This design comes from an exercise in tuning for small area, a short achievable clock period and few clock cycles per item on the open sky130 flow, not from production work.
Function was checked by simulation only, so behaviour that the tests miss may differ from the original.
Power and IR drop assume default switching activity.

--- flow/design.v ---
package ppw_pkg;
  localparam int MaxPoints = 64;
  localparam int IdxW      = $clog2(MaxPoints);
  localparam int CntW      = $clog2(MaxPoints + 1);
  localparam int CoordW    = 23;
  localparam int DistW     = 23;
  localparam int LevelW    = 8;
  localparam int StepW     = 16;
  localparam int PointsW   = 7;
  localparam int D2W       = 48;
  localparam int CfgW      = 23;
  localparam logic [DistW-1:0] DistSat = {DistW{1'b1}};
  localparam logic [LevelW-1:0] LevelMax = {LevelW{1'b1}};
  localparam int VtxW      = 2 * CoordW;
  typedef logic signed [CoordW-1:0] coord_t;
  typedef struct packed {
    coord_t z;
    coord_t x;
  } vtx_t;
  function automatic logic [2*CoordW-1:0] default_vtx(input logic [IdxW-1:0] idx);
    logic [2*CoordW-1:0] v;
    case (idx)
      IdxW'(0): v = 46'h00140107129a;   
      IdxW'(1): v = 46'h0054b606d493;   
      IdxW'(2): v = 46'h009cfc0673c6;   
      IdxW'(3): v = 46'h00e8f106095f;   
      IdxW'(4): v = 46'h01408505653e;   
      IdxW'(5): v = 46'h019a7d0499a2;   
      IdxW'(6): v = 46'h01eb9983b710;   
      IdxW'(7): v = 46'h01fed3031f2d;   
      IdxW'(8): v = 46'h0225a0829802;   
      IdxW'(9): v = 46'h022614025fd6;   
      IdxW'(10): v = 46'h02007e81fc39;   
      IdxW'(11): v = 46'h021ee181501d;   
      IdxW'(12): v = 46'h02519a013047;   
      IdxW'(13): v = 46'h0257e48100d5;   
      IdxW'(14): v = 46'h0261a9807f08;   
      IdxW'(15): v = 46'h02629d001a3f;   
      IdxW'(16): v = 46'h025c997edcf9;   
      IdxW'(17): v = 46'h02807dfda62e;   
      IdxW'(18): v = 46'h02795f7c605f;   
      IdxW'(19): v = 46'h023b3b7b3372;   
      IdxW'(20): v = 46'h01f38979fac3;   
      IdxW'(21): v = 46'h01a227796436;   
      IdxW'(22): v = 46'h015178f86bb6;   
      IdxW'(23): v = 46'h00cb1d77eb72;   
      IdxW'(24): v = 46'h0060f077ed5e;   
      IdxW'(25): v = 46'h3fa6ed783486;   
      IdxW'(26): v = 46'h3f627a78c037;   
      IdxW'(27): v = 46'h3ea21af92992;   
      IdxW'(28): v = 46'h3e42a87a3b6e;   
      IdxW'(29): v = 46'h3da9437b777c;   
      IdxW'(30): v = 46'h3d2680fcfd3a;   
      IdxW'(31): v = 46'h3d02e5ff0a5b;   
      IdxW'(32): v = 46'h3cf794009865;   
      IdxW'(33): v = 46'h3d13f382d35e;   
      IdxW'(34): v = 46'h3d96fd05f292;   
      IdxW'(35): v = 46'h3e0d6906d2f3;   
      IdxW'(36): v = 46'h3e922d0779b5;   
      IdxW'(37): v = 46'h3f9838875a31;   
      default:    v = '0;
    endcase
    default_vtx = v;
  endfunction
endpackage
module ppw_vtx_mem (
  input  logic                                         clk,
  input  logic                                         rst_n,
  input  logic                                         wr_req,
  input  logic [ppw_pkg::IdxW-1:0]                     wr_addr,
  input  logic [ppw_pkg::VtxW-1:0]                     wr_data,
  input  logic                                         wr_ok,
  output logic                                         wr_pend,
  output logic                                         wr_fire,
  output logic                                         busy,
  output logic [ppw_pkg::IdxW-1:0]                     head,
  output logic [ppw_pkg::MaxPoints*ppw_pkg::VtxW-1:0]  ring
);
  localparam int VW = ppw_pkg::VtxW;
  localparam int NP = ppw_pkg::MaxPoints;
  logic [VW-1:0]              ring_r [NP];
  logic [ppw_pkg::IdxW-1:0]   head_r;
  logic [ppw_pkg::IdxW:0]     rcnt_r;
  logic                       pend_r;
  logic [ppw_pkg::IdxW-1:0]   paddr_r;
  logic [VW-1:0]              pdata_r;
  logic                       restore;
  logic [VW-1:0]              tail_in;
  assign restore = !rst_n || (rcnt_r != '0);
  logic match_r;
  always_ff @(posedge clk) match_r <= ((wr_req ? wr_addr : paddr_r) == head_r + 1'b1);
  assign wr_fire = pend_r && match_r && wr_ok;
  always_comb begin
    tail_in = ring_r[0];
    if (!rst_n)       tail_in = ppw_pkg::default_vtx(ppw_pkg::IdxW'(ppw_pkg::MaxPoints - 1));
    else if (restore) tail_in = ppw_pkg::default_vtx(head_r);
    else if (wr_fire) tail_in = pdata_r;
  end
  always_ff @(posedge clk) begin
    for (int s = 0; s < NP - 1; s++) ring_r[s] <= ring_r[s+1];
    ring_r[NP-1] <= tail_in;
  end
  always_ff @(posedge clk) begin
    if (!rst_n) head_r <= '0;
    else        head_r <= head_r + 1'b1;
  end
  always_ff @(posedge clk) begin
    if (!rst_n) begin
      rcnt_r <= (ppw_pkg::IdxW+1)'(NP - 1);
      pend_r <= 1'b0;
    end else begin
      if (rcnt_r != '0) rcnt_r <= rcnt_r - 1'b1;
      if (wr_req)       pend_r <= 1'b1;
      else if (wr_fire) pend_r <= 1'b0;
    end
  end
  always_ff @(posedge clk) begin
    if (wr_req) begin
      paddr_r <= wr_addr;
      pdata_r <= wr_data;
    end
  end
  assign wr_pend = pend_r;
  assign busy    = (rcnt_r != '0);
  assign head    = head_r;
  for (genvar s = 0; s < NP; s++) begin : g_tap
    assign ring[s*VW +: VW] = ring_r[s];
  end
endmodule
module ppw_seg_unit (
  input  logic                        clk,
  input  logic                        rst_n,
  input  logic                        start,
  input  logic                        tag_in,
  input  logic [1:0]                  kill,
  input  logic [4:0]                  kb,
  input  logic [ppw_pkg::DistW:0]     bnd,
  input  logic [ppw_pkg::VtxW-1:0]    a,
  input  logic [ppw_pkg::VtxW-1:0]    b,
  input  logic [ppw_pkg::CoordW-1:0]  px,
  input  logic [ppw_pkg::CoordW-1:0]  pz,
  output logic                        ready,
  output logic                        done,
  output logic                        tag_out,
  output logic [ppw_pkg::DistW-1:0]   r
);
  localparam int CW  = ppw_pkg::CoordW;
  localparam int DW  = CW + 1;            
  localparam int OW  = DW + 1;            
  localparam int PW  = 2 * OW;            
  localparam int LW  = 2 * DW - 1;        
  localparam int CCW = LW + 2;            
  localparam int NW  = 96;                
  localparam int RW  = 72;                
  localparam int TW  = LW + 26;           
  localparam int RB  = 24;                
  typedef enum logic [1:0] {F_IDLE, F_MUL, F_WAIT} fst_t;
  typedef enum logic [1:0] {S_IDLE, S_SQD, S_FIN} sst_t;
  typedef enum logic [2:0] {T_NONE, T_SET, T_ADD, T_SUB, T_ADD25, T_ADD48} tag_t;
  fst_t                   fst_r;
  sst_t                   sst_r;
  logic [4:0]             step_r;
  logic [4:0]             kb_r;
  logic signed [DW-1:0]   sa, sb;           
  logic                   sa_z, sa_b, sb_z;
  logic signed [OW-1:0]   ma, mb, ma_r, mb_r;
  logic                   ma_sa, ma_sb, mb_sa, mb_sb, m_cl_a, m_cl_b, m_ch_a, m_ch_b;
  tag_t                   tag, ctag, tags_r, tag1_r, tagm_r, tag2_r;
  logic signed [DW-1:0]   sa_r, sb_r;
  logic                   ma_sa_r, ma_sb_r, mb_sa_r, mb_sb_r;
  logic signed [PW-1:0]   p_r;
  logic signed [OW+9:0]   p0_r;              
  logic signed [OW+8:0]   p1_r;              
  logic signed [OW+7:0]   p2_r;              
  logic signed [NW-1:0]   acc_r, acc_a, acc_b, acc_s;
  logic                   acc_cin;
  logic [LW-1:0]          d_r;
  logic [LW+1:0]          d3_r;
  logic [CCW-1:0]         c_r;
  logic                   clamp_a, clamp_b, clamp_r, csel_b_r, sat_r;
  logic signed [CCW-1:0]  dot, cval;
  logic signed [CCW+23:0] cscl;
  logic                   c_ovf, f_last, f_fin, pre_sat, hand, fe_kill, be_kill, be_free;
  logic                   fe_tag_r, be_tag_r;
  logic [RW-1:0]          rm_r;
  logic [47:0]            nlo_r;
  logic [TW-1:0]          t_r;
  logic [LW-1:0]          bd_r;
  logic [LW+1:0]          bd3_r;
  logic [RB-1:0]          root_r, mask_r;
  logic [RB-1:0]          bnd_r, bbnd_r;
  logic                   early;
  logic [4:0]             cnt_r;
  logic                   bsat_r, bit_ok;
  logic [RW+2:0]          rm2, diff;
  logic [TW-1:0]          t_up, t_dn;
  assign sa = sa_z ? (DW'($signed(pz)) - DW'($signed(sa_b ? b[2*CW-1:CW] : a[2*CW-1:CW])))
                   : (DW'($signed(px)) - DW'($signed(sa_b ? b[CW-1:0]    : a[CW-1:0])));
  assign sb = sb_z ? (DW'($signed(b[2*CW-1:CW])) - DW'($signed(a[2*CW-1:CW])))
                   : (DW'($signed(b[CW-1:0]))    - DW'($signed(a[CW-1:0])));
  assign dot     = acc_r[CCW-1:0];
  assign clamp_a = (d_r == '0) || dot[CCW-1] || (dot == '0);
  assign clamp_b = !clamp_a && ($signed({2'b00, d_r}) <= dot);
  always_comb begin
    sa_z = 1'b0; sa_b = 1'b0; sb_z = 1'b0; tag = T_NONE;
    ma_sa = 1'b0; ma_sb = 1'b0; mb_sa = 1'b0; mb_sb = 1'b0;
    case (step_r)
      5'd0: begin ma_sa = 1'b1; mb_sb = 1'b1; sb_z = 1'b1; tag = T_SET; end           
      5'd1: begin ma_sa = 1'b1; sa_z = 1'b1; mb_sb = 1'b1; tag = T_SUB; end           
      5'd2: begin ma_sb = 1'b1; mb_sb = 1'b1; tag = T_SET; end                        
      5'd3: begin ma_sb = 1'b1; mb_sb = 1'b1; sb_z = 1'b1; tag = T_ADD; end           
      5'd4: begin ma_sa = 1'b1; mb_sb = 1'b1; tag = T_SET; end                        
      5'd5: begin ma_sa = 1'b1; sa_z = 1'b1; mb_sb = 1'b1; sb_z = 1'b1; tag = T_ADD; end  
      5'd10: if (clamp_a || clamp_b) begin
        ma_sa = 1'b1; mb_sa = 1'b1; sa_b = clamp_b; tag = T_SET;                      
      end
      5'd11: if (clamp_r) begin
        ma_sa = 1'b1; mb_sa = 1'b1; sa_z = 1'b1; sa_b = csel_b_r; tag = T_ADD;        
      end
      default: ;
    endcase
    m_cl_a = 1'b0; m_cl_b = 1'b0; m_ch_a = 1'b0; m_ch_b = 1'b0; ctag = T_NONE;
    case (step_r)
      5'd7: begin m_cl_a = 1'b1; m_cl_b = 1'b1; ctag = T_SET; end                     
      5'd8: begin m_ch_a = 1'b1; m_cl_b = 1'b1; ctag = T_ADD25; end                   
      5'd9: begin m_ch_a = 1'b1; m_ch_b = 1'b1; ctag = T_ADD48; end                   
      default: ;
    endcase
  end
  always_comb begin
    ma = '0;
    if (ma_sa_r) ma = OW'(sa_r);
    if (ma_sb_r) ma = OW'(sb_r);
    if (m_cl_a)  ma = $signed({1'b0, c_r[23:0]});
    if (m_ch_a)  ma = $signed(c_r[CCW-1:24]);
    mb = '0;
    if (mb_sa_r) mb = OW'(sa_r);
    if (mb_sb_r) mb = OW'(sb_r);
    if (m_cl_b)  mb = $signed({1'b0, c_r[23:0]});
    if (m_ch_b)  mb = $signed(c_r[CCW-1:24]);
  end
  assign cval  = acc_r[CCW-1:0];
  assign cscl  = (CCW+24)'(cval) <<< (5'd23 - kb_r);
  assign c_ovf = !((cscl[CCW+23:CCW-2] == '0) || (cscl[CCW+23:CCW-2] == '1));
  always_comb begin
    acc_a = (tag2_r == T_SET) ? '0 : acc_r;
    acc_b = NW'(p_r);
    acc_cin = 1'b0;
    case (tag2_r)
      T_SUB:   begin acc_b = ~(NW'(p_r)); acc_cin = 1'b1; end
      T_ADD25: acc_b = NW'(p_r) <<< 25;
      T_ADD48: acc_b = NW'(p_r) <<< 48;
      default: ;
    endcase
  end
  assign acc_s = acc_a + acc_b + NW'(acc_cin);
  assign f_last  = (fst_r == F_MUL) && (clamp_r ? (step_r == 5'd16) : (step_r == 5'd13));
  assign f_fin   = f_last || (fst_r == F_WAIT);
  assign pre_sat = (acc_r[NW-1:48] >= (NW-48)'(d_r));
  assign fe_kill = (fst_r != F_IDLE) && kill[fe_tag_r];
  assign be_kill = (sst_r != S_IDLE) && kill[be_tag_r];
  assign be_free = (sst_r == S_IDLE) || (sst_r == S_FIN) || be_kill;
  assign hand    = f_fin && !fe_kill && be_free;
  assign ready   = (fst_r == F_IDLE);
  always_ff @(posedge clk) begin
    if (!rst_n) begin
      fst_r <= F_IDLE;
      sst_r <= S_IDLE;
    end else begin
      case (fst_r)
        F_IDLE: if (start) fst_r <= F_MUL;
        F_MUL:  if (fe_kill) fst_r <= F_IDLE;
                else if (f_last) fst_r <= hand ? F_IDLE : F_WAIT;
        F_WAIT: if (hand || fe_kill) fst_r <= F_IDLE;
        default: fst_r <= F_IDLE;
      endcase
      case (sst_r)
        default: begin
          if (hand)                                   sst_r <= (pre_sat || sat_r) ? S_FIN : S_SQD;
          else if (be_kill || sst_r == S_FIN)         sst_r <= S_IDLE;
          else if (sst_r == S_SQD && (cnt_r == 5'd1 || early)) sst_r <= S_FIN;
        end
      endcase
    end
  end
  always_ff @(posedge clk) begin
    ma_r   <= ma;
    mb_r   <= mb;
    sa_r    <= sa;
    sb_r    <= sb;
    ma_sa_r <= ma_sa && (fst_r == F_MUL);
    ma_sb_r <= ma_sb && (fst_r == F_MUL);
    mb_sa_r <= mb_sa && (fst_r == F_MUL);
    mb_sb_r <= mb_sb && (fst_r == F_MUL);
    tags_r  <= (fst_r == F_MUL) ? tag : T_NONE;
    tag1_r  <= (tags_r != T_NONE) ? tags_r : ((fst_r == F_MUL) ? ctag : T_NONE);
    p0_r   <= ma_r * $signed({1'b0, mb_r[8:0]});
    p1_r   <= ma_r * $signed({1'b0, mb_r[16:9]});
    p2_r   <= ma_r * $signed(mb_r[OW-1:17]);
    tagm_r <= tag1_r;
    p_r    <= PW'(p0_r) + (PW'(p1_r) <<< 9) + (PW'(p2_r) <<< 17);
    tag2_r <= tagm_r;
    if (fst_r == F_IDLE) begin
      fe_tag_r <= tag_in;
      step_r <= '0;
      kb_r   <= kb;
      bnd_r  <= bnd;
      sat_r  <= 1'b0;
    end
    if (fst_r == F_MUL) begin
      step_r <= step_r + 5'd1;
      if (tag2_r != T_NONE) acc_r <= acc_s;
      if (step_r == 5'd6) c_r <= CCW'(cscl);            
      if (step_r == 5'd6) sat_r <= c_ovf;
      if (step_r == 5'd8) d_r <= acc_r[LW-1:0];         
      if (step_r == 5'd9) d3_r <= (LW+2)'(d_r) + (LW+2)'({d_r, 1'b0});
      if (step_r == 5'd10) begin                        
        clamp_r  <= clamp_a || clamp_b;
        csel_b_r <= clamp_b;
        if (clamp_a || clamp_b) sat_r <= 1'b0;
      end
      if (step_r == 5'd11 && clamp_r) begin
        d_r  <= LW'(1);
        d3_r <= (LW+2)'(3);
      end
    end
  end
  assign rm2    = {1'b0, rm_r, nlo_r[47:46]};
  assign diff   = rm2 - (RW+3)'(t_r);
  assign bit_ok = !diff[RW+2];
  assign t_up   = TW'({t_r, 1'b0}) + TW'(bd3_r);
  assign t_dn   = TW'({t_r, 1'b0}) - TW'(bd_r);
  assign early  = (root_r >= bbnd_r);
  always_ff @(posedge clk) begin
    if (hand) begin
      be_tag_r <= fe_tag_r;
      rm_r   <= RW'(acc_r[NW-1:48]);
      nlo_r  <= acc_r[47:0];
      t_r    <= TW'(d_r);
      bd_r   <= d_r;
      bd3_r  <= d3_r;
      root_r <= '0;
      mask_r <= clamp_r ? RB'(1) << (RB - 1) : RB'(1) << kb_r;
      bbnd_r <= bnd_r;
      cnt_r  <= clamp_r ? 5'(RB) : (kb_r + 5'd1);
      bsat_r <= pre_sat || sat_r;
    end else if (sst_r == S_SQD) begin
      cnt_r  <= cnt_r - 5'd1;
      rm_r   <= bit_ok ? RW'(diff) : RW'(rm2);
      nlo_r  <= {nlo_r[45:0], 2'b00};
      if (bit_ok) root_r <= root_r | mask_r;
      mask_r <= mask_r >> 1;
      t_r    <= bit_ok ? t_up : t_dn;
      if (early) bsat_r <= 1'b1;
    end
  end
  assign done    = (sst_r == S_FIN);
  assign tag_out = be_tag_r;
  assign r    = (bsat_r || root_r[RB-1]) ? ppw_pkg::DistSat : root_r[ppw_pkg::DistW-1:0];
endmodule
module ppw_post (
  input  logic                      clk,
  input  logic                      rst_n,
  input  logic                      start,
  input  logic [ppw_pkg::DistW-1:0] dist_in,
  input  logic                      god,
  input  logic [ppw_pkg::DistW-1:0] warn,
  input  logic [ppw_pkg::DistW-1:0] shoot_dist,
  input  logic [ppw_pkg::StepW-1:0] step,
  input  logic                      out_tready,
  output logic                      busy,
  output logic                      out_tvalid,
  output logic [31:0]               out_tdata
);
  localparam int DW = ppw_pkg::DistW;
  localparam int SW = ppw_pkg::StepW;
  localparam int LV = ppw_pkg::LevelW;
  typedef enum logic [1:0] {P_IDLE, P_DIV, P_HOLD} pst_t;
  pst_t              st_r;
  logic [3:0]        cnt_r;
  logic [DW-1:0]     dist_r, rem_r;
  logic [DW-1:0]     dv_r;
  logic [LV-1:0]     q_r;
  logic              in_warn, shoot_r, sat_r, qbit;
  logic [SW-1:0]     s_eff;
  logic [DW:0]       diff;
  logic [LV-1:0]     level;
  logic              out_load;
  logic              out_tvalid_r;
  logic [31:0]       out_tdata_r;
  assign diff    = (DW+1)'(warn) - (DW+1)'(dist_r);
  assign s_eff   = (step == '0) ? SW'(1) : step;
  assign in_warn = (dist_r <= warn);
  assign qbit    = (rem_r >= dv_r);
  assign out_load = (st_r == P_HOLD) && (!out_tvalid_r || out_tready);
  always_comb begin
    if (!in_warn)           level = '0;
    else if (sat_r)         level = ppw_pkg::LevelMax;
    else if (q_r == '0)     level = LV'(1);
    else                    level = q_r;
  end
  always_ff @(posedge clk) begin
    if (!rst_n) st_r <= P_IDLE;
    else begin
      case (st_r)
        P_IDLE: if (start) st_r <= P_DIV;
        P_DIV:  if (cnt_r == 4'd0) st_r <= P_HOLD;
        P_HOLD: if (out_load) st_r <= P_IDLE;
        default: st_r <= P_IDLE;
      endcase
    end
  end
  always_ff @(posedge clk) begin
    case (st_r)
      P_IDLE: begin
        dist_r  <= dist_in;
        shoot_r <= !god;
        cnt_r   <= 4'd9;
      end
      P_DIV: begin
        cnt_r <= cnt_r - 4'd1;
        if (cnt_r == 4'd9) begin
          rem_r   <= diff[DW-1:0];
          sat_r   <= ({1'b0, diff[DW-1:0]} >= {1'b0, s_eff, 8'b0});
          dv_r    <= DW'({s_eff, 7'b0});
          q_r     <= '0;
          shoot_r <= shoot_r && (dist_r <= shoot_dist);
        end else if (cnt_r != 4'd0) begin
          rem_r <= qbit ? rem_r - dv_r : rem_r;
          q_r   <= {q_r[LV-2:0], qbit};
          dv_r  <= dv_r >> 1;
        end
      end
      default: ;
    endcase
  end
  always_ff @(posedge clk) begin
    if (!rst_n)        out_tvalid_r <= 1'b0;
    else if (out_load) out_tvalid_r <= 1'b1;
    else if (out_tready) out_tvalid_r <= 1'b0;
  end
  always_ff @(posedge clk) begin
    if (out_load) out_tdata_r <= {shoot_r && in_warn, level, dist_r};
  end
  assign busy       = (st_r != P_IDLE);
  assign out_tvalid = out_tvalid_r;
  assign out_tdata  = out_tdata_r;
endmodule
module polyline_proximity_warning_core (
  input  logic        clk,
  input  logic        rst_n,
  input  logic        in_tvalid,
  output logic        in_tready,
  input  logic [55:0] in_tdata,    
  input  logic [1:0]  in_tuser,    
  output logic        out_tvalid,
  input  logic        out_tready,
  output logic [31:0] out_tdata,   
  input  logic        cfg_we,
  input  logic [1:0]  cfg_index,
  input  logic [22:0] cfg_wdata
);
  localparam int Lanes = 2;
  localparam int SC    = 6;                    
  localparam int NP    = ppw_pkg::MaxPoints;
  localparam int SL    = NP / Lanes;           
  localparam int CW    = ppw_pkg::CoordW;
  localparam int QW    = CW - SC;              
  localparam int VW    = ppw_pkg::VtxW;
  localparam int IW    = ppw_pkg::IdxW;
  localparam int GW    = QW;                   
  localparam int KW    = GW + IW;              
  localparam int UW    = QW + 2;               
  localparam int DW    = ppw_pkg::DistW;
  localparam int ND    = 3;                    
  localparam int NK    = ND + 1;               
  logic [ppw_pkg::PointsW-1:0] points_r;
  logic [DW-1:0]               warn_r, shoot_r;
  logic [ppw_pkg::StepW-1:0]   step_r;
  logic [IW:0]                 n_cur;
  always_ff @(posedge clk) begin
    if (!rst_n) begin
      points_r <= ppw_pkg::PointsW'(38);
      warn_r   <= DW'(9600);
      shoot_r  <= DW'(5200);
      step_r   <= ppw_pkg::StepW'(440);
    end else if (cfg_we) begin
      case (cfg_index)
        2'd0: points_r <= cfg_wdata[ppw_pkg::PointsW-1:0];
        2'd1: warn_r   <= cfg_wdata;
        2'd2: shoot_r  <= cfg_wdata;
        2'd3: step_r   <= cfg_wdata[ppw_pkg::StepW-1:0];
        default: ;
      endcase
    end
  end
  assign n_cur = (points_r > ppw_pkg::PointsW'(NP)) ? (IW+1)'(NP) : (IW+1)'(points_r);
  logic                 mem_busy, wr_pend, wr_fire, wr_req;
  logic [IW-1:0]        head;
  logic [NP*VW-1:0]     ring;
  logic [CW-1:0]        in_x, in_z;
  logic                 in_acc, is_query, short_q;
  logic                 b_busy_r, pipe_idle, i_vld_r, s_vld_r, p_vld_r;
  assign in_x      = in_tdata[28:6];
  assign in_z      = in_tdata[51:29];
  assign is_query  = in_tuser[0];
  assign pipe_idle = !i_vld_r && !s_vld_r && !p_vld_r && !b_busy_r;
  assign in_tready = !i_vld_r && !mem_busy && (!wr_pend || wr_fire);
  assign in_acc    = in_tvalid && in_tready;
  assign wr_req    = in_acc && !is_query;
  assign short_q   = (in_x == '0 && in_z == '0) || (n_cur < (IW+1)'(2));
  ppw_vtx_mem u_mem (
    .clk     (clk),
    .rst_n   (rst_n),
    .wr_req  (wr_req),
    .wr_addr (in_tdata[IW-1:0]),
    .wr_data ({in_z, in_x}),
    .wr_ok   (pipe_idle),
    .wr_pend (wr_pend),
    .wr_fire (wr_fire),
    .busy    (mem_busy),
    .head    (head),
    .ring    (ring)
  );
  function automatic logic [VW-1:0] slot(input logic [NP*VW-1:0] rg, input int s);
    slot = rg[((s + NP) % NP)*VW +: VW];
  endfunction
  logic [CW-1:0]   pix_r, piz_r, psx_r, psz_r, ppx_r, ppz_r;
  logic            god_i_r, short_i_r, god_s_r, god_p_r, short_p_r;
  logic            s_need_r, p_wait_r, k_held_r;
  logic [KW-1:0]   pk_r  [NK];
  logic            pkv_r [NK];
  logic [UW-1:0]   pu_r;
  logic            sw_run_r, sw_for_b_r, b_live_r;
  logic [5:0]      t_r;
  logic [KW-1:0]   lastkey_r;
  logic [QW-1:0]   sqx_r, sqz_r;             
  logic [UW-1:0]   u_r;
  logic [KW-1:0]   k_r [NK];
  logic            kv_r [NK];
  logic            sw_start, sw_start_b, sw_abort, last_issue, merge_last;
  logic            a_new, a_restart, hand_sp, short_go, park_now, park_held;
  logic [GW-1:0]   lg_r  [Lanes];
  logic [IW-1:0]   lj_r  [Lanes];
  logic            lsv_r [Lanes];
  logic [UW-1:0]   lu_r  [Lanes];
  logic            lvv_r [Lanes];
  logic            s1_vld_r;
  function automatic logic [QW:0] wdiff(input logic [QW-1:0] p, input logic [CW-1:0] v);
    wdiff = (QW+1)'($signed(p)) - (QW+1)'($signed(v[CW-1:SC]));
  endfunction
  function automatic logic [QW-1:0] omag(input logic [QW:0] w);
    omag = w[QW] ? ~w[QW-1:0] : w[QW-1:0];
  endfunction
  logic [QW:0]     wax_r [Lanes], waz_r [Lanes], wbx_r [Lanes], wbz_r [Lanes];
  logic            altx_r [Lanes], altz_r [Lanes];
  logic [IW-1:0]   j0_r  [Lanes];
  logic            s0_vld_r, s0_first_r, s0_last_r, s0_b_r;
  logic            s1_first_r, s1_last_r, s1_b_r;
  always_ff @(posedge clk) begin
    for (int k = 0; k < Lanes; k++) begin
      logic [VW-1:0] va, vb;
      va = slot(ring, k * SL);
      vb = slot(ring, k * SL + 1);
      wax_r[k]  <= wdiff(sqx_r, va[CW-1:0]);
      waz_r[k]  <= wdiff(sqz_r, va[VW-1:CW]);
      wbx_r[k]  <= wdiff(sqx_r, vb[CW-1:0]);
      wbz_r[k]  <= wdiff(sqz_r, vb[VW-1:CW]);
      altx_r[k] <= ($signed(va[CW-1:SC]) < $signed(vb[CW-1:SC]));
      altz_r[k] <= ($signed(va[VW-1:CW+SC]) < $signed(vb[VW-1:CW+SC]));
      j0_r[k]   <= head + IW'(k * SL);
    end
    s0_vld_r   <= sw_run_r && !sw_abort;
    s0_first_r <= (t_r == '0);
    s0_last_r  <= (t_r == 6'(SL - 1));
    s0_b_r     <= sw_for_b_r;
  end
  function automatic logic [QW-1:0] gap2(input logic a_lt_b, input logic [QW:0] wa,
                                         input logic [QW:0] wb);
    logic [QW:0] lo, hi;            
    lo = a_lt_b ? wa : wb;
    hi = a_lt_b ? wb : wa;
    if (!hi[QW])     gap2 = hi[QW-1:0];      
    else if (lo[QW]) gap2 = ~lo[QW-1:0];     
    else             gap2 = '0;
  endfunction
  always_ff @(posedge clk) begin
    for (int k = 0; k < Lanes; k++) begin
      logic [QW-1:0] gx, gz, mx, mz;
      gx  = gap2(altx_r[k], wax_r[k], wbx_r[k]);
      gz  = gap2(altz_r[k], waz_r[k], wbz_r[k]);
      mx  = omag(wax_r[k]);
      mz  = omag(waz_r[k]);
      lg_r[k]  <= (gx > gz) ? gx : gz;
      lj_r[k]  <= j0_r[k];
      lsv_r[k] <= ((IW+1)'(j0_r[k]) + (IW+1)'(2) <= n_cur);
      lu_r[k]  <= UW'(mx) + UW'(mz) + UW'(5);
      lvv_r[k] <= ((IW+1)'(j0_r[k]) < n_cur);
    end
    s1_vld_r   <= s0_vld_r && !sw_abort;
    s1_first_r <= s0_first_r;
    s1_last_r  <= s0_last_r;
    s1_b_r     <= s0_b_r;
  end
  logic [KW-1:0]   nk [NK];
  logic            nkv [NK];
  logic [UW-1:0]   nu;
  localparam int NE = NK + Lanes;
  always_comb begin
    logic [KW-1:0] ek  [NE];
    logic          ev  [NE];
    logic          lt  [NE][NE];
    logic [2:0]    rk  [NE];
    for (int i = 0; i < NK; i++) begin
      ek[i] = k_r[i]; ev[i] = kv_r[i] && !s1_first_r;
    end
    for (int k = 0; k < Lanes; k++) begin
      ek[NK+k] = {lg_r[k], lj_r[k]};
      ev[NK+k] = s1_vld_r && lsv_r[k] && (!s1_b_r || ek[NK+k] > lastkey_r);
    end
    for (int i = 0; i < NE; i++)
      for (int j = 0; j < NE; j++) begin
        if (i == j)             lt[i][j] = 1'b0;
        else if (i < NK && j < NK) lt[i][j] = (i < j) ? ev[i] || !ev[j] : (ev[i] && !ev[j]);
        else if (ev[i] != ev[j]) lt[i][j] = ev[i];
        else if (!ev[i])         lt[i][j] = (i < j);
        else                     lt[i][j] = (ek[i] < ek[j]);
      end
    for (int i = 0; i < NE; i++) begin
      rk[i] = '0;
      for (int j = 0; j < NE; j++) if (j != i && !lt[i][j]) rk[i] = rk[i] + 3'd1;
    end
    for (int s = 0; s < NK; s++) begin
      nk[s] = '0; nkv[s] = 1'b0;
      for (int i = 0; i < NE; i++) if (rk[i] == 3'(s)) begin nk[s] = ek[i]; nkv[s] = ev[i]; end
    end
    nu = s1_first_r ? '1 : u_r;
    for (int k = 0; k < Lanes; k++)
      if (s1_vld_r && lvv_r[k] && lu_r[k] < nu) nu = lu_r[k];
  end
  assign last_issue = sw_run_r && (t_r == 6'(SL - 1));
  assign merge_last = s1_vld_r && s1_last_r;
  typedef enum logic [1:0] {B_IDLE, B_RUN, B_RSW, B_DONE} bst_t;
  bst_t            bst_r   [2];
  logic [CW-1:0]   pbx_r   [2];
  logic [CW-1:0]   pbz_r   [2];
  logic            god_b_r [2];
  logic [UW-1:0]   ub_r    [2];
  logic [GW-1:0]   g_r     [2][NK];
  logic            v_r     [2][NK];
  logic [KW-1:0]   keyl_r  [2];
  logic [IW-1:0]   cj_r    [2][ND];
  logic [1:0]      nst_r   [2];
  logic [1:0]      nres_r  [2];
  logic            rsw_req_r [2];
  logic [DW-1:0]   best_r  [2];
  logic            binf_r  [2];
  logic [4:0]      kbits_r [2];
  logic [DW:0]     bnd_r   [2];
  logic            head_r, rsw_rdy_r, sw_slot_r, rsw_slot_r;
  logic            take_a, tslot;
  logic            ev_start, ev_done, ev_ready, ev_tag, ev_slot;
  logic [1:0]      ev_kill;
  logic [DW-1:0]   ev_r;
  logic            want [2];
  logic            keep [2];
  logic            done_s [2];
  logic            fin_s [2];
  logic            more_s [2];
  logic            cancel_s [2];
  logic            take_rsw_s [2];
  logic            spec_s [2];
  logic            req_s [2];
  logic [1:0]      nres_nx [2];
  logic [DW-1:0]   best_nx [2];
  logic            b_sw_busy, sw_start_b_any, rsw_slot_nx;
  function automatic logic gap_ok(input logic [GW-1:0] g, input logic [UW-1:0] u,
                                  input logic binf, input logic [DW-1:0] bst);
    gap_ok = (UW'(g) <= u) && (binf || ((DW+1)'(g) <= (DW+1)'(bst >> SC) + (DW+1)'(1)));
  endfunction
  function automatic logic [4:0] kbits_of(input logic [UW-1:0] u, input logic binf,
                                          input logic [DW-1:0] bst);
    logic [UW+SC-1:0] ubig, m;
    ubig = {u, {SC{1'b0}}};
    m = ubig;
    if (!binf && (UW+SC)'(bst) <= ubig) m = (UW+SC)'(bst) - (UW+SC)'(1);
    kbits_of = 5'd23;
    for (int i = 22; i >= 0; i--) if (m < ((UW+SC)'(1) << i)) kbits_of = 5'(i);
    if (m >= ((UW+SC)'(1) << 23)) kbits_of = 5'd23;
  endfunction
  function automatic logic [DW:0] bnd_of(input logic [UW-1:0] u, input logic binf,
                                         input logic [DW-1:0] bst);
    logic [UW+SC:0] ub1;
    ub1 = (UW+SC+1)'({u, {SC{1'b0}}}) + (UW+SC+1)'(1);
    if (!binf)                        bnd_of = (DW+1)'(bst);
    else if (ub1 >= (UW+SC+1)'(1) << (DW+1)) bnd_of = '1;
    else                              bnd_of = (DW+1)'(ub1);
  endfunction
  assign tslot  = (bst_r[head_r] == B_IDLE) ? head_r : !head_r;
  assign take_a = p_vld_r && !p_wait_r && (bst_r[tslot] == B_IDLE);
  assign b_sw_busy = rsw_rdy_r || (k_held_r && !p_vld_r) || (sw_run_r && sw_for_b_r) || last_issue ||
                     (s0_vld_r && (s0_b_r || s0_last_r)) || (s1_vld_r && (s1_b_r || s1_last_r)) ||
                     (s_vld_r && !s_need_r && !k_held_r && !(sw_run_r && !sw_for_b_r));
  always_comb begin
    for (int q = 0; q < 2; q++) begin
      logic       qn [NK];
      logic       qx [NK];
      logic       pend, nxq, infl, kil;
      done_s[q] = ev_done && (ev_tag == 1'(q)) && (bst_r[q] == B_RUN);
      best_nx[q] = (binf_r[q] || ev_r < best_r[q]) ? ev_r : best_r[q];
      for (int i = 0; i < NK; i++) begin
        qn[i] = v_r[q][i] && gap_ok(g_r[q][i], ub_r[q], binf_r[q], best_r[q]);
        qx[i] = qn[i] && (!done_s[q] || gap_ok(g_r[q][i], ub_r[q], 1'b0, ev_r));
      end
      pend  = (nst_r[q] != nres_r[q] + 2'd1);
      kil   = done_s[q] && pend && !qx[nres_r[q] + 2'd1];
      ev_kill[q]  = kil;
      nres_nx[q]  = !done_s[q] ? nres_r[q] : (kil ? nst_r[q] : nres_r[q] + 2'd1);
      infl  = (nres_nx[q] != nst_r[q]);
      nxq   = (nst_r[q] < 2'(ND)) && qx[nst_r[q]];
      keep[q]   = (bst_r[q] == B_RUN) && nxq;
      want[q]   = keep[q] && !done_s[q];
      fin_s[q]  = (bst_r[q] == B_RUN) && !infl && !nxq;
      more_s[q] = (nst_r[q] == 2'(ND)) && !kil && qx[ND];
      cancel_s[q] = fin_s[q] && !more_s[q] && rsw_req_r[q];
      take_rsw_s[q] = (bst_r[q] == B_RSW) && rsw_rdy_r && (rsw_slot_r == 1'(q));
      spec_s[q] = (nst_r[q] == 2'(ND - 1)) && qn[ND] && !sw_run_r && !s_vld_r && !i_vld_r && !b_sw_busy;
      req_s[q]  = (bst_r[q] == B_RSW) && !rsw_req_r[q] && !b_sw_busy;
    end
  end
  localparam int NT = 8;                      
  logic            nxt_v_r, nxt_have_r, nxt_slot_r, nxt_sel, nxt_pick, nxt_drop;
  logic [1:0]      nxt_cand_r;
  logic [IW-1:0]   nxt_j_r, rel;
  logic [VW-1:0]   nxt_a_r, nxt_b_r, op_a_r, op_b_r, tap_a, tap_b;
  logic            aligned;
  assign nxt_sel  = want[head_r] ? head_r : !head_r;
  assign nxt_pick = !nxt_v_r && (want[0] || want[1]);
  assign rel      = nxt_j_r - head;
  assign aligned  = (rel[IW-1-$clog2(NT):0] == '0);
  always_comb begin
    tap_a = '0; tap_b = '0;
    for (int t = 0; t < NT; t++)
      if (rel[IW-1:IW-$clog2(NT)] == $clog2(NT)'(t)) begin
        tap_a = slot(ring, t * (NP / NT));
        tap_b = slot(ring, t * (NP / NT) + 1);
      end
  end
  assign nxt_drop = nxt_v_r && (!keep[nxt_slot_r] || nst_r[nxt_slot_r] != nxt_cand_r);
  assign ev_slot  = nxt_slot_r;
  assign ev_start = nxt_v_r && nxt_have_r && !nxt_drop && want[nxt_slot_r] && ev_ready;
  always_ff @(posedge clk) begin
    if (!rst_n) begin
      nxt_v_r <= 1'b0;
    end else begin
      if (nxt_pick)                   nxt_v_r <= 1'b1;
      else if (ev_start || nxt_drop)  nxt_v_r <= 1'b0;
    end
    if (nxt_pick) begin
      nxt_slot_r <= nxt_sel;
      nxt_cand_r <= nst_r[nxt_sel];
      nxt_j_r    <= cj_r[nxt_sel][nst_r[nxt_sel]];
      nxt_have_r <= 1'b0;
    end else if (nxt_v_r && !nxt_have_r && aligned) begin
      nxt_a_r    <= tap_a;
      nxt_b_r    <= tap_b;
      nxt_have_r <= 1'b1;
    end
    if (ev_start) begin
      op_a_r <= nxt_a_r;
      op_b_r <= nxt_b_r;
    end
  end
  always_comb begin
    sw_start_b_any = 1'b0;
    rsw_slot_nx    = 1'b0;
    if (req_s[head_r])       begin sw_start_b_any = 1'b1; rsw_slot_nx = head_r;  end
    else if (req_s[!head_r]) begin sw_start_b_any = 1'b1; rsw_slot_nx = !head_r; end
    else if (ev_start && spec_s[ev_slot] && !rsw_req_r[ev_slot]) begin
      sw_start_b_any = 1'b1; rsw_slot_nx = ev_slot;
    end
  end
  assign sw_start_b = sw_start_b_any;
  logic       fe_slot_r;
  always_ff @(posedge clk) if (ev_start) fe_slot_r <= ev_slot;
  ppw_seg_unit u_seg (
    .clk     (clk),
    .rst_n   (rst_n),
    .start   (ev_start),
    .tag_in  (ev_slot),
    .kill    (ev_kill),
    .kb      (kbits_r[ev_slot]),
    .bnd     (bnd_r[ev_slot]),
    .a       (op_a_r),
    .b       (op_b_r),
    .px      (pbx_r[fe_slot_r]),
    .pz      (pbz_r[fe_slot_r]),
    .ready   (ev_ready),
    .done    (ev_done),
    .tag_out (ev_tag),
    .r       (ev_r)
  );
  logic post_busy, post_start;
  assign post_start = (bst_r[head_r] == B_DONE) && !post_busy;
  logic b_block_a;
  assign b_block_a = rsw_rdy_r || (sw_run_r && sw_for_b_r) || (s0_vld_r && s0_b_r) ||
                     (s1_vld_r && s1_b_r) || req_s[0] || req_s[1];
  assign hand_sp   = last_issue && !sw_for_b_r && !p_vld_r;
  assign a_restart = s_vld_r && s_need_r && !sw_run_r && !b_block_a;
  assign a_new     = i_vld_r && !short_i_r && (!s_vld_r || hand_sp) && !k_held_r &&
                     (!sw_run_r || (last_issue && !sw_for_b_r)) && !b_block_a;
  assign sw_start  = (a_restart || a_new) && !sw_start_b;
  assign sw_abort  = (sw_start_b && sw_run_r && !sw_for_b_r) ||
                     (sw_run_r && sw_for_b_r && cancel_s[sw_slot_r]);
  assign park_now  = merge_last && !s1_b_r && !p_wait_r && !p_vld_r;
  assign park_held = k_held_r && !p_vld_r;
  assign short_go  = i_vld_r && short_i_r && !s_vld_r && !p_vld_r;
  always_ff @(posedge clk) begin
    if (!rst_n) begin
      i_vld_r   <= 1'b0;
      s_vld_r   <= 1'b0;
      p_vld_r   <= 1'b0;
      k_held_r  <= 1'b0;
      b_live_r  <= 1'b0;
      sw_run_r  <= 1'b0;
      rsw_rdy_r <= 1'b0;
      head_r    <= 1'b0;
      b_busy_r  <= 1'b0;
      for (int q = 0; q < 2; q++) bst_r[q] <= B_IDLE;
    end else begin
      if (in_acc && is_query)  i_vld_r <= 1'b1;
      else if (a_new || short_go) i_vld_r <= 1'b0;
      if (a_new)                      s_vld_r <= 1'b1;
      else if (hand_sp || park_now || park_held) s_vld_r <= 1'b0;
      if (hand_sp || park_now || park_held || short_go) p_vld_r <= 1'b1;
      else if (take_a)                p_vld_r <= 1'b0;
      if (merge_last && !s1_b_r && !p_wait_r && p_vld_r) k_held_r <= 1'b1;
      else if (park_held || sw_start_b)                 k_held_r <= 1'b0;
      if (sw_start_b || sw_start) sw_run_r <= 1'b1;
      else if (last_issue || (sw_for_b_r && cancel_s[sw_slot_r])) sw_run_r <= 1'b0;
      if (sw_start_b)                                    b_live_r <= 1'b1;
      else if (sw_for_b_r && cancel_s[sw_slot_r])        b_live_r <= 1'b0;
      if (merge_last && s1_b_r && b_live_r && !cancel_s[sw_slot_r]) rsw_rdy_r <= 1'b1;
      else if (take_rsw_s[0] || take_rsw_s[1] || cancel_s[rsw_slot_r]) rsw_rdy_r <= 1'b0;
      if (post_start) head_r <= !head_r;
      for (int q = 0; q < 2; q++) begin
        case (bst_r[q])
          B_IDLE: if (take_a && tslot == 1'(q)) bst_r[q] <= short_p_r ? B_DONE : B_RUN;
          B_RUN:  if (fin_s[q]) bst_r[q] <= more_s[q] ? B_RSW : B_DONE;
          B_RSW:  if (take_rsw_s[q]) bst_r[q] <= B_RUN;
          B_DONE: if (post_start && head_r == 1'(q)) bst_r[q] <= B_IDLE;
          default: bst_r[q] <= B_IDLE;
        endcase
      end
      b_busy_r <= !(bst_r[0] == B_IDLE && bst_r[1] == B_IDLE) || take_a;
    end
  end
  always_ff @(posedge clk) begin
    if (in_acc && is_query) begin
      pix_r     <= in_x;
      piz_r     <= in_z;
      god_i_r   <= in_tuser[1];
      short_i_r <= short_q;
    end
    if (a_new) begin
      psx_r    <= pix_r;
      psz_r    <= piz_r;
      god_s_r  <= god_i_r;
      s_need_r <= 1'b0;
    end
    if (a_restart) s_need_r <= 1'b0;
    if (sw_start_b && ((sw_run_r && !sw_for_b_r) || k_held_r)) s_need_r <= 1'b1;    
    if (hand_sp || park_now || park_held) begin
      ppx_r     <= psx_r;
      ppz_r     <= psz_r;
      god_p_r   <= god_s_r;
      short_p_r <= 1'b0;
    end else if (short_go) begin
      ppx_r     <= pix_r;
      ppz_r     <= piz_r;
      god_p_r   <= god_i_r;
      short_p_r <= 1'b1;
    end
    if (hand_sp) p_wait_r <= 1'b1;
    else if (merge_last && !s1_b_r) p_wait_r <= 1'b0;
    if (short_go) p_wait_r <= 1'b0;
    if ((merge_last && !s1_b_r && (p_wait_r || !p_vld_r)) || park_held) begin
      for (int i = 0; i < NK; i++) begin
        pk_r[i]  <= park_held ? k_r[i]  : nk[i];
        pkv_r[i] <= park_held ? kv_r[i] : nkv[i];
      end
      pu_r <= park_held ? u_r : nu;
    end
    if (sw_start_b || sw_start) begin
      t_r        <= '0;
      sw_for_b_r <= sw_start_b;
      sw_slot_r  <= rsw_slot_nx;
      lastkey_r  <= keyl_r[rsw_slot_nx];
      if (sw_start_b) begin
        sqx_r <= pbx_r[rsw_slot_nx][CW-1:SC];
        sqz_r <= pbz_r[rsw_slot_nx][CW-1:SC];
      end else if (a_new) begin
        sqx_r <= pix_r[CW-1:SC];
        sqz_r <= piz_r[CW-1:SC];
      end else begin
        sqx_r <= psx_r[CW-1:SC];
        sqz_r <= psz_r[CW-1:SC];
      end
    end else if (sw_run_r) begin
      t_r <= t_r + 6'd1;
    end
    if (s1_vld_r) begin
      u_r <= nu;
      for (int i = 0; i < NK; i++) begin k_r[i] <= nk[i]; kv_r[i] <= nkv[i]; end
    end
    if (merge_last && s1_b_r) rsw_slot_r <= sw_slot_r;
    for (int q = 0; q < 2; q++) begin
      if (take_a && tslot == 1'(q)) begin
        pbx_r[q]   <= ppx_r;
        pbz_r[q]   <= ppz_r;
        god_b_r[q] <= god_p_r;
        ub_r[q]    <= pu_r;
        best_r[q]  <= ppw_pkg::DistSat;
        binf_r[q]  <= !short_p_r;
      end
      if ((take_a && tslot == 1'(q)) || take_rsw_s[q]) begin
        nst_r[q]     <= '0;
        nres_r[q]    <= '0;
        rsw_req_r[q] <= 1'b0;
        keyl_r[q]    <= take_rsw_s[q] ? k_r[ND-1] : pk_r[ND-1];
        for (int i = 0; i < NK; i++) begin
          g_r[q][i] <= take_rsw_s[q] ? k_r[i][KW-1:IW] : pk_r[i][KW-1:IW];
          v_r[q][i] <= take_rsw_s[q] ? kv_r[i] : pkv_r[i];
        end
        for (int i = 0; i < ND; i++) cj_r[q][i] <= take_rsw_s[q] ? k_r[i][IW-1:0] : pk_r[i][IW-1:0];
      end else begin
        if (ev_start && ev_slot == 1'(q)) nst_r[q] <= nst_r[q] + 2'd1;
        if (sw_start_b && rsw_slot_nx == 1'(q)) rsw_req_r[q] <= 1'b1;
        if (cancel_s[q]) rsw_req_r[q] <= 1'b0;
        if (done_s[q]) begin
          best_r[q] <= best_nx[q];
          binf_r[q] <= 1'b0;
        end
        nres_r[q] <= nres_nx[q];
      end
      kbits_r[q] <= (take_a && tslot == 1'(q)) ? kbits_of(pu_r, 1'b1, '0)
                                               : kbits_of(ub_r[q], binf_r[q], best_r[q]);
      bnd_r[q]   <= (take_a && tslot == 1'(q)) ? bnd_of(pu_r, 1'b1, '0)
                                               : bnd_of(ub_r[q], binf_r[q], best_r[q]);
    end
  end
  ppw_post u_post (
    .clk        (clk),
    .rst_n      (rst_n),
    .start      (post_start),
    .dist_in    (best_r[head_r]),
    .god        (god_b_r[head_r]),
    .warn       (warn_r),
    .shoot_dist (shoot_r),
    .step       (step_r),
    .out_tready (out_tready),
    .busy       (post_busy),
    .out_tvalid (out_tvalid),
    .out_tdata  (out_tdata)
  );
endmodule
--- flow/run.sh ---
#!/bin/bash
# synth_recipe.tcl (not shown) runs the flow's synth.tcl, then flattens the netlist and writes it again
# the make line also repeats each setting of config.mk as NAME=value (left out here)
make -C /OpenROAD-flow-scripts/flow DESIGN_CONFIG=/design/flow/config.mk WORK_HOME=/design/flow/orfs CLKGATE_MAP_FILE= SYNTH_SCRIPT=/design/flow/synth_recipe.tcl finish
--- flow/config.mk ---
export PLATFORM = sky130hd
export DESIGN_NAME = polyline_proximity_warning_core
export DESIGN_NICKNAME = polyline_proximity_warning_core
export VERILOG_FILES = /design/flow/design.v
export SDC_FILE = /design/flow/constraint.sdc
export NUM_CORES = 8
export LEC_CHECK = 0
export CAP_MARGIN = 20
export CORE_MARGIN = 2
export CORE_UTILIZATION = 40
export SETUP_SLACK_MARGIN = 5
export SLEW_MARGIN = 20
--- flow/constraint.sdc ---
create_clock -name core_clock -period 11.0 [get_ports {clk}]
set_input_delay 2.2000 -clock core_clock [delete_from_list [all_inputs] [get_ports {clk}]]
set_output_delay 2.2000 -clock core_clock [all_outputs]
set_load 0.01 [all_outputs]
==> summary.txt <==
## final cells by class
cell class | count | share of cell area (%)
Multi-Input combinational cell | 15700 | 40.7
Clock inverter | 238 | 1.10
Clock buffer | 778 | 5.49
Timing Repair Buffer | 830 | 2.92
Inverter | 1806 | 2.37
Timing Repair inverter | 6 | 0.0298
Sequential cell | 5473 | 43.7
Antenna cell | 32 | 0.0276
Tap cell | 8322 | 3.59
## synth_stat cells, types with 57 or more instances
| master | count |
|---|---|
| a22oi_1 | 127 |
| nand2b_1 | 244 |
| nand2_1 | 2205 |
| ha_1 | 2048 |
| mux2_2 | 358 |
| xor2_1 | 268 |
| o21bai_1 | 97 |
| nor3_1 | 259 |
| clkbuf_1 | 771 |
| nand3_1 | 302 |
| nor4_1 | 85 |
| o211ai_1 | 86 |
| nor2_1 | 1626 |
| and3_1 | 91 |
| or3_1 | 57 |
| a21oi_1 | 1507 |
| nand4_1 | 249 |
| o21ai_0 | 1499 |
| o22ai_1 | 86 |
| a221o_1 | 107 |
| a21o_1 | 485 |
| a221oi_1 | 181 |
| o31ai_1 | 82 |
| a21boi_0 | 150 |
| xnor2_1 | 539 |
| nor2b_1 | 309 |
| buf_1 | 100 |
| and2_1 | 468 |
| a31oi_1 | 151 |
| mux2i_1 | 273 |
| edfxtp_1 | 1711 |
| fa_1 | 523 |
| a211oi_1 | 171 |
| o221ai_1 | 63 |
| o21a_1 | 239 |
| inv_1 | 1795 |
| dfxtp_1 | 3762 |
## per-layer routing
layer	GRT usage, %	up-vias	wire, um
li1	-	84900	-
met5	0	-	134
met2	38.0	7122	357000
met4	11.0	16	43700
met3	4.08	1696	62600
met1	34.0	89400	358000
## sequential cells by signal, summed over array words and instances (netlist names), 50 cells and up, named ones only
register      count
u_mem.ring_r   2944
g_r             102
u_seg.acc_r      96
k_r              92
pk_r             86
u_seg.t_r        73
u_seg.rm_r       72
u_seg.p_r        50
## power breakdown
part	internal, mW	total [mW]	switching, mW
clock	11.1	19.5	8.39
sequential	22.8	24.1	1.25
combinational	6.73	17.2	10.4
## kinds of logic after synthesis
logic type | share of synthesized area, %
DFF | 50.5
and+or+nand+nor | 11.1
muxes | 3.20
xor gates and xnor gates | 2.85
buffers and inverters | 4.14
adders and majority gates | 14.4
AOI/OAI and AO/OA | 13.8
## repair_timing
action | 4_1_cts | 5_1_grt
buffers inserted | 214 | 172
gates resized for setup | 638 | 410
endpoints found under the setup margin | 1162 | 876
gates cloned | 36 | 31
hold buffers | 0 | 0
pin swaps | 187 | 227
## worst max-delay path: cells and delay by family (launching register included)
kind | cells | cell delay, ns
flops | 1 | 0.55
buf+inv | 11 | 1.44
compound gates | 13 | 1.82
simple gates | 11 | 2.11
fa+ha+maj | 3 | 0.73
## metrics by stage
step                      std cells  power (mW)  utilization [%]  hold slack, ns  setup WS [ns]
after floorplan               23800        33.7                -           0.310           4.78
after global placement        31600        39.0             42.0           0.310           1.85
after detailed placement      31600        39.2             42.0           0.312           1.78
after CTS                     32900        60.1             45.8           0.259           4.23
after global routing          33100        63.1             46.4           0.262           3.94
final                         33100        60.7             46.5           0.248           4.18
## path summary, 6_finish.rpt
kind | start | end | cells past startpoint
setup / recovery | u_seg.acc_r[7] | u_seg.sa_r[14] | 38
hold / removal | u_mem.ring_r[15][37] | u_mem.ring_r[14][37] | 0
setup reg to reg | u_seg.acc_r[7] | u_seg.sa_r[14] | 38
hold reg to reg | u_mem.ring_r[15][37] | u_mem.ring_r[14][37] | 0
==> flow_summary.json <==
{
  "setup_tns_ns": 0,
  "finalHoldViolCount": 0,
  "async_flop_share_pct": 0,
  "fp.dieH_um": 796,
  "cp.arrival_ns": 7.78,
  "clock-root-buffer": "clkbuf_16",
  "dieArea_um2": 634000,
  "fin_area_um2": 290000,
  "ys_warn_count": 111,
  "required_ns": 11.96,
  "worstHoldPathType": "reg -> reg",
  "yosys.area.top_type": "dfxtp_1",
  "outcome": "finished clean",
  "rows": 290,
  "clock_path_buffers": 4,
  "initial_utilization_pct": 40.2,
  "areaGrowthSynthToFinish_pct": 15.6,
  "grt_pass1_vias": 174000,
  "cts_tree": "done",
  "overflow": 0,
  "dp_hpwl_um": 581000,
  "first_pass_iters": 9,
  "htreeDepth": 6,
  "wl_per_cell_um": 24.8,
  "report.final.slew_viol_count": 0,
  "track_usage_pct": 24.6,
  "globalplace.congestion": 0.947,
  "syn-num-nets": 26500,
  "syn_area_per_cell_um2": 10.5,
  "route.vias.total": 183000,
  "period_share_pct": 62.0,
  "layout-drive-gt1-share_pct": 11.2,
  "routed_wl_um": 821000,
  "synth_area_leaders": "dfxtp_1, edfxtp_1, ha_1, fa_1, nand2_1",
  "cp-start-kind": "flip-flop",
  "fmax_mhz": 147,
  "route.detailed.drc": 0,
  "syn_inst": 23800,
  "cp_max_fo": 7,
  "drt-initial-drc-count": 17700,
  "crit_slowest_cell": "nor4_1",
  "core-area_um2": 624000,
  "synth_top_area_share_pct": 30.0,
  "synth_cell_types": 106,
  "p_leak_nw": 122,
  "fin_nets": 27000,
  "peakVddDrop_mv": 0.207,
  "grt_pass1_wl_um": 1170000,
  "layout_common_cells": "dfxtp_1, nand2_1, ha_1",
  "synth-main-ff-cell": "dfxtp_1",
  "n_fill_cell": 57000,
  "cap_violations": 0,
  "layout_commonest_cell": "dfxtp_1",
  "cts_made_buffers": 555,
  "relSlewSlack_pct": 13.7,
  "clk_latency_ns": 1.10,
  "cts.sinks": 5473,
  "seq_area_frac_synth_pct": 50.5,
  "portBuffers": 117,
  "multiInputGateArea_um2": 118000,
  "grt_antenna_before_repair": 67,
  "antenna_left": 0,
  "crit_path_end_kind": "flip-flop",
  "ios": 122,
  "vias_per_cell": 5.52,
  "syn_area_um2": 251000,
  "criticalPathCategory": "reg -> reg",
  "tightest_slew_ns": 1.29,
  "setup_viol": 0,
  "clk_pin_slew_worst_paths_ns": 0.06,
  "grt_max_degree": 96,
  "crit_top_cell": "buf_6",
  "period_needed_ns": 6.82,
  "reg2reg_slack_ns": 4.18,
  "die_w_um": 796,
  "fin_skew_ns": 0.0818,
  "p_per_area_nw_per_um2": 209,
  "rsz0062_at_grt": "true",
  "slowest_delay_ns": 0.77,
  "dpl_cell_area_um2": 262000,
  "regArea_um2": 127000,
  "ys_seq_elements": 5473,
  "synth_edf_count": 1711
}
Testbench counts, summed over its fixed seeds: cycles 30,173, queries 640.

-- what the ideal ports hide --
No port has a modelled driver above. Below, the same layout with a new extraction and two added sets of constraints. Step 1: set_driving_cell puts a clkbuf_16 on clk and a buf_2 on each other input, an assumption about the parent block. Step 2 moves the port delays by t, midway between the first and last clock arrival at a register: inputs arrive t later, outputs are due t later. That takes back most of the time a late clock gives input paths. Slacks: ideal / step 1 / step 2; pairs: ideal / step 1.
shift t [ns]: 1.192
slack for setup (ns): 4.179 / 4.179 / 4.179
hold WS [ns]: 0.248 / 0.248 / 0.248
worst setup path after step 2: register to register
After both steps this run still meets setup and hold. The setup slack of this run moves by 0.000 ns with the drivers and by 0.000 ns with both steps.
